Context: an optimization exercise on an open-source flow, tuned for small area and few clock cycles per item. The choices shown serve that exercise and are no tape-out recipe. Only simulation tests tie the RTL to the original design; equivalence was not proved.

==> run D <==
// h2o_serial_accum
module h2o_serial_accum (
  input  logic               clk,
  input  logic               rst_n,
  input  logic signed [31:0] h_data,
  input  logic               h_valid,
  input  logic               h_last,
  output logic               h_ready,
  output logic signed [31:0] y_data,
  output logic               y_valid,
  input  logic               y_ready,
  output logic               frame_err
);
==> flow/config.mk <==
export PLATFORM = sky130hd
export DESIGN_NAME = h2o_serial_accum
export DESIGN_NICKNAME = h2o_serial_accum
export VERILOG_FILES = /design/flow/design.v
export SDC_FILE = /design/flow/constraint.sdc
export NUM_CORES = 4
export LEC_CHECK = 0
export CAP_MARGIN = 20
export CORE_MARGIN = 2
export CORE_UTILIZATION = 40
export SLEW_MARGIN = 20
export SYNTH_HIERARCHICAL = 1
export SYNTH_MINIMUM_KEEP_SIZE = 0
==> flow/constraint.sdc <==
create_clock -name core_clock -period 8.0 [get_ports {clk}]
set_input_delay 1.6000 -clock core_clock [delete_from_list [all_inputs] [get_ports {clk}]]
set_output_delay 1.6000 -clock core_clock [all_outputs]
set_load 0.01 [all_outputs]
run.sh (not shown) runs the stock make flow with config.mk's settings and CLKGATE_MAP_FILE= SYNTH_SCRIPT=/design/flow/synth_recipe.tcl, a recipe that flattens the netlist after the stock synthesis.
==> inputs of run R, as changes to run D <==
==> flow/flow/run.sh (new file) <==
#!/bin/bash
# The standard layout, with the smallest buffer on each port.
set -euo pipefail
export BUFFER_PORTS_ARGS="-buffer_cell sky130_fd_sc_hd__buf_1"
bash standard.sh > standard.log 2>&1
==> flow/standard.sh (new file) <==
#!/bin/bash
# synth_recipe.tcl (not shown) runs the flow's synth.tcl, then flattens the netlist and writes it again
# the make line also repeats each setting of config.mk as NAME=value (left out here)
make -C /OpenROAD-flow-scripts/flow DESIGN_CONFIG=/design/flow/config.mk WORK_HOME=/design/flow/orfs CLKGATE_MAP_FILE= SYNTH_SCRIPT=/design/flow/synth_recipe.tcl "${@:-finish}"
removed: flow/run.sh
==> inputs of run H, as changes to run D <==
==> flow/flow/run.sh (new file) <==
#!/bin/bash
# The standard layout, with the smallest buffer on each port and, after
# global routing, non-critical cells sized down as far as timing allows.
set -euo pipefail
export BUFFER_PORTS_ARGS="-buffer_cell sky130_fd_sc_hd__buf_1"
export RECOVER_POWER=100
bash standard.sh > standard.log 2>&1
==> flow/standard.sh (new file) <==
#!/bin/bash
# synth_recipe.tcl (not shown) runs the flow's synth.tcl, then flattens the netlist and writes it again
# the make line also repeats each setting of config.mk as NAME=value (left out here)
make -C /OpenROAD-flow-scripts/flow DESIGN_CONFIG=/design/flow/config.mk WORK_HOME=/design/flow/orfs CLKGATE_MAP_FILE= SYNTH_SCRIPT=/design/flow/synth_recipe.tcl "${@:-finish}"
removed: flow/run.sh
==> flow_summary.ini <==
[status]
status = finished clean

[final_layout]
regArea_um2 = 856
sh_seq_area_pct = 6.29
layout-drive-gt1-share_pct = 11.1
signal_buffers = 189

[grt]
antenna_found_initial = 1

[critical_path]
max_stage_delay_ns = 0.57
arrival_ns = 7.93
cp_max_fo = 7

[sta]
fmax_mhz = 130
Source of the figures above: run R

==> flow_summary.ini <==
[status]
status = finished clean

[final_layout]
signal_buffers = 244
regArea_um2 = 857
layout-drive-gt1-share_pct = 16.4
sh_seq_area_pct = 5.81

[critical_path]
max_stage_delay_ns = 0.87
arrival_ns = 7.87
cp_max_fo = 10

[grt]
antenna_found_initial = 0
Source of the figures above: run D

==> flow_summary.ini <==
[flow_run]
maxCapViolCount = 1

[critical_path]
cp_max_fo = 14
arrival_ns = 7.94

[status]
check.faults = max-capacitance violations, max-slew violations
status = complete, but fails checks

[sta]
drv_slew = 32

[final_layout]
signal_buffers = 189
Source of the figures above: run H

Testbench counts of run D, summed over its fixed seeds: cycles 10,248, frames 512.
Testbench counts of run R, summed over its fixed seeds: cycles 10,248, frames 512.
Testbench counts of run H, summed over its fixed seeds: cycles 10,248, frames 512.

========
==> inputs of build 9 <==
Another version of the RTL of h2o_serial_accum (not shown whole).
clock: 8.0 ns
lec_check: 0
cap_margin: 20
core_margin: 2
core_utilization: 40
slew_margin: 20
synth_hierarchical: 1
synth_minimum_keep_size: 0
standard.sh (not shown) runs the stock make flow with config.mk's settings and CLKGATE_MAP_FILE= SYNTH_SCRIPT=/design/flow/synth_recipe.tcl, a recipe that flattens the netlist after the stock synthesis.
==> flow/flow/run.sh <==
#!/bin/bash
# The standard layout, with the smallest buffer on each port.
set -euo pipefail
export BUFFER_PORTS_ARGS="-buffer_cell sky130_fd_sc_hd__buf_1"
bash standard.sh > standard.log 2>&1
==> trial 12 (differences from build 9) <==
Settings changed: CELL_PAD_IN_SITES_DETAIL_PLACEMENT set to 1, CELL_PAD_IN_SITES_GLOBAL_PLACEMENT set to 1, PLACE_DENSITY set to 0.4.
==> summary of the runs <==
Synthesized cell count is the same in trial 12 and build 9. Die area is the same in trial 12 and build 9. Between trial 12 and build 9, the lower non-clock buffer count is in build 9 (gap 6). Core utilization: trial 12 is higher than build 9 (0.63 points).
Testbench counts of build 9, summed over its fixed seeds: cycles 10,248, frames 512.
Testbench counts of trial 12, summed over its fixed seeds: cycles 10,248, frames 512.

========
==> job 481: inputs <==
Another version of the RTL of h2o_serial_accum (not shown whole).
export LEC_CHECK = 0
export CAP_MARGIN = 20
export CORE_MARGIN = 2
export CORE_UTILIZATION = 40
export SLEW_MARGIN = 20
export SYNTH_HIERARCHICAL = 1
export SYNTH_MINIMUM_KEEP_SIZE = 0
create_clock -name core_clock -period 8.0 [get_ports {clk}]
==> flow/flow/run.sh <==
#!/bin/bash
# The standard layout with buf_2 on each input port and buf_1 on each
# output port (flow/ports.tcl).
set -euo pipefail
export PRE_GLOBAL_PLACE_TCL="$PWD/flow/ports.tcl"
bash standard.sh > standard.log 2>&1
==> flow/flow/ports.tcl <==
# Sourced before global placement (PRE_GLOBAL_PLACE_TCL). Every port still
# gets one buffer; inputs, which fan out widely, get buf_2 and outputs buf_1.
rename buffer_ports my_orig_buffer_ports
proc buffer_ports { args } {
  my_orig_buffer_ports -inputs -buffer_cell sky130_fd_sc_hd__buf_2
  my_orig_buffer_ports -outputs -buffer_cell sky130_fd_sc_hd__buf_1
}
==> inputs of job 1903, as changes to job 481 <==
Settings changed: CELL_PAD_IN_SITES_DETAIL_PLACEMENT set to 1, CELL_PAD_IN_SITES_GLOBAL_PLACEMENT set to 1, PLACE_DENSITY set to 0.4.
==> run summary <==
                                                                                  job 1903                    job 481
Routed wire length                                                           40700 microns              35500 microns
Slowest stage cell on the critical path                            sky130_fd_sc_hd__o21a_1  sky130_fd_sc_hd__a222oi_1
Last element of the critical path                                                r_acc[17]                  r_acc[33]
Run status                                                         complete, no violations    complete, no violations
Met3 Routed Length                                                            3610 microns               3730 microns
Via count of the routed design                                                       10300                      10200
Data required time at the worst endpoint                                           8.26 ns                    8.24 ns
Non-filler cells in the finished layout                                               1500                       1491
Slew at the pin closest to its max-slew limit                                     0.998 ns                   0.967 ns
Summed area of non-filler cells in the final layout                            11900 sq um                11700 sq um
Share of cells above drive strength 1                                                0.102                     0.0936
Top Layer Used                                                                        met4                       met5
HPWL after DPL                                                               30500 microns              26500 microns
Count of buffers not belonging to the clock network in the layout                      125                        114
Final #Nets                                                                           1458                       1447
Worst min-delay path startpoint                                                   r_idx[3]                  r_acc[30]
Fraction of area in registers                                                       0.0722                     0.0731
Period Utilization, post-route                                                       0.947                      0.953
M3 GR Usage                                                                         0.0524                     0.0465
Testbench counts of job 481, summed over its fixed seeds: cycles 10,248, frames 512.
Testbench counts of job 1903, summed over its fixed seeds: cycles 10,248, frames 512.

==> separate check: timing with driven ports <==
The results above use ideal ports. As a check the final layouts listed here were re-extracted and re-timed, cells and wires unchanged.
Step 1: set_driving_cell puts a clkbuf_16 on clk and a buf_2 on each other input, an assumption about the parent block.
Step 2 moves the port delays by t, midway between the first and last clock arrival at a register: inputs arrive t later, outputs are due t later. That takes back most of the time a late clock gives input paths.
Slacks: ideal / step 1 / step 2; pairs: ideal / step 1.
run	t, ns	slack for setup (ns)	hold WS [ns]	worst setup path at the end	worst register clock-pin slew, ns
run D	0.366	0.356 / 0.380 / 0.013	0.547 / 0.547 / 0.547	input to register	0.07 / 0.07
run R	0.376	0.298 / 0.323 / -0.053	0.527 / 0.527 / 0.527	input to register	0.07 / 0.07
run H	0.376	0.288 / 0.313 / -0.063	0.527 / 0.527 / 0.527	input to register	0.07 / 0.07
build 9	0.368	0.287 / 0.316 / -0.053	0.651 / 0.651 / 0.651	input to register	0.09 / 0.09
trial 12	0.359	0.290 / 0.311 / -0.040	0.590 / 0.590 / 0.590	input to register	0.09 / 0.09
job 481	0.348	0.380 / 0.405 / 0.056	0.636 / 0.636 / 0.636	input to register	0.08 / 0.08
job 1903	0.357	0.428 / 0.450 / 0.093	0.621 / 0.621 / 0.621	input to register	0.08 / 0.08
